Source: an optimization exercise on an open RTL-to-GDS flow (aim: small area, a short achievable clock period and few clock cycles). Production flows keep margins and buffers that such runs may drop. RTL that was checked went through simulation tests only; none was proved equivalent to the original. No activity file was given, so power comes from the tool's default toggle rates.

## led_matrix_scan_dimmer_unit
module led_matrix_scan_dimmer_unit #(
	parameter int PANELS         = lmsd_pkg::DEF_PANELS,
	parameter int ROWS           = lmsd_pkg::DEF_ROWS,
	parameter int LEDS_PER_ROW   = lmsd_pkg::DEF_LEDS_PER_ROW,
	parameter int COLORS         = lmsd_pkg::DEF_COLORS,
	parameter int REFRESH_CYCLES = lmsd_pkg::DEF_REFRESH_CYCLES
) (
	input  logic                            clk,
	input  logic                            arst_n,
	input  logic                            s_tvalid,
	output logic                            s_tready,
	input  logic [lmsd_pkg::S_TDATA_W-1:0]  s_tdata,
	input  logic [lmsd_pkg::S_TUSER_W-1:0]  s_tuser,
	output logic                            m_tvalid,
	input  logic                            m_tready,
	output logic [lmsd_pkg::M_TDATA_W-1:0]  m_tdata,
	output logic [lmsd_pkg::M_TUSER_W-1:0]  m_tuser,
	output logic                            m_tlast,
	input  logic                            cfg_valid,
	output logic                            cfg_ready,
	input  logic [lmsd_pkg::REG_W-1:0]      cfg_index,
	input  logic [lmsd_pkg::SCHED_W-1:0]    cfg_data
);
==> flow/config.mk <==
export PLATFORM = sky130hd
export DESIGN_NAME = led_matrix_scan_dimmer_unit
export DESIGN_NICKNAME = led_matrix_scan_dimmer_unit
export VERILOG_FILES = /design/flow/design.v
export SDC_FILE = /design/flow/constraint.sdc
export NUM_CORES = 4
export LEC_CHECK = 0
export CAP_MARGIN = 20
export CORE_MARGIN = 2
export CORE_UTILIZATION = 55
export CTS_BUF_LIST = sky130_fd_sc_hd__clkbuf_8 sky130_fd_sc_hd__clkbuf_16
export CTS_CLUSTER_DIAMETER = 80
export CTS_CLUSTER_SIZE = 30
export SETUP_SLACK_MARGIN = 3.5
export SLEW_MARGIN = 20
==> flow/constraint.sdc <==
create_clock -name core_clock -period 6.0 [get_ports {clk}]
set_input_delay 1.2000 -clock core_clock [delete_from_list [all_inputs] [get_ports {clk}]]
set_output_delay 1.2000 -clock core_clock [all_outputs]
set_load 0.01 [all_outputs]
run.sh (not shown) runs the stock make flow with config.mk's settings and CLKGATE_MAP_FILE= SYNTH_SCRIPT=/design/flow/synth_recipe.tcl, a recipe that flattens the netlist after the stock synthesis.
Rerun with:
- CTS_BUF_LIST: sky130_fd_sc_hd__clkbuf_8 sky130_fd_sc_hd__clkbuf_16 -> not set
The changed run completed without violations.
Critical path depth does not change.
Cell count is about the same.
Maximum frequency shrinks slightly.
Function was not checked in any run of this note: the RTL went through the layout flow alone.

========
## build 59
Another version of the RTL of led_matrix_scan_dimmer_unit (not shown whole).
Size: roughly 4000 flip-flops, ~93000 um^2 of cells after synthesis.
Settings: LEC_CHECK=0, CAP_MARGIN=20, CORE_MARGIN=2, CORE_UTILIZATION=62, CTS_CLUSTER_DIAMETER=70, CTS_CLUSTER_SIZE=36, SETUP_SLACK_MARGIN=3.5, SLEW_MARGIN=20; clock period 6.0 ns.
Testbench counts of build 59, summed over its fixed seeds: cycles 12,776.
Here is what was changed in the inputs of build 25 compared with build 59.
Settings: swapping 36 for 30 in CTS_CLUSTER_SIZE; swapping 70 for 80 in CTS_CLUSTER_DIAMETER; swapping 3.5 for 4.2 in SETUP_SLACK_MARGIN; swapping 62 for 55 in CORE_UTILIZATION.
Results
Via count: build 59 and build 25 compared, lower one is build 59. Compared with build 59, build 25 shows a higher wire length of the first global-routing pass. Wire length of build 25 exceeds that of build 59 by more than 10%. Build 25: combinational share of power is 2.0 points higher than what build 59 reported. Number of multi-input logic gates: build 25 vs build 59, no meaningful difference. Re cell count: build 59 and build 25 aren't equal, and the higher value belongs to build 25. In the metrics for build 59 and build 25, the one carrying the lower area growth from synthesis to final layout is build 59. On full die area: between build 59 and build 25, it ends up lower for build 59. In the reports for build 59 and build 25, the larger number of CTS-inserted buffers belongs to build 25.
For build 82, these inputs were changed with respect to build 25:
Settings: SETUP_SLACK_MARGIN: 4.2 -> 3.5.
==> results.txt <==
- Comparing build 82 and build 25, combinational power is lower on build 82.
- | tightest slew margin relative to the limit | higher: build 82 |
- | number of standard cells in the final layout excluding fillers | build 82 vs build 25 | about 3.4% lower |
- Number of nets in the finished design: build 82 vs build 25 down 4.6%
- Looking at fraction of power consumed by the clock network, build 82 sits 0.4 points above build 25.
- Build 82 vs. build 25: total power after layout now sits lower; post-detailed-placement half-perimeter wirelength climbed 1300 um.
- Layout overhead on the synthesized area (higher): build 25
- Switching power: build 82 vs build 25 down about 6%
- Comparing build 82 and build 25, the higher post-route clock period utilization was measured on build 25.
- Compared to build 25, build 82 has core utilization 5.8 points lower.

[re-timing with driven ports]
In the flow no input, the clock included, has a driving cell. The finished layouts below were timed again as built, in two steps. Step 1 sets driving cells, clkbuf_16 on the clock port and buf_2 on the other inputs (assumed; they add their load-dependent delay and slew). Step 2, shift: input delay + t, output delay - t, t = (earliest + latest rising clock arrival at the registers) / 2. This alone moves slack from input paths to output paths. Slacks: ideal ports / drivers / drivers and shift; pairs: ideal ports / drivers.
| run | shift t [ns] | slack for setup (ns) | worst setup path at the end | worst register clock-pin slew, ns | worst data-port slew with drivers (ns) |
|---|---|---|---|---|---|
| the first run of note 1 | 0.911 | 3.204 / 3.204 / 2.600 | input to register | 0.11 / 0.11 | 0.04 |
| the second run of note 1 | 0.912 | 3.186 / 3.186 / 2.606 | input to register | 0.11 / 0.11 | 0.04 |
| build 59 | 0.861 | 3.202 / 3.124 / 2.725 | input to register | 0.12 / 0.12 | 0.03 |
| build 25 | 0.901 | 3.201 / 3.117 / 2.787 | input to register | 0.12 / 0.12 | 0.10 |
| build 82 | 0.898 | 3.212 / 3.137 / 2.691 | input to register | 0.11 / 0.11 | 0.04 |
After both steps every run listed still meets setup and hold. For the first run of note 1, which loses most, drivers alone change the setup slack by 0.000 ns; drivers and shift together by -0.604 ns.
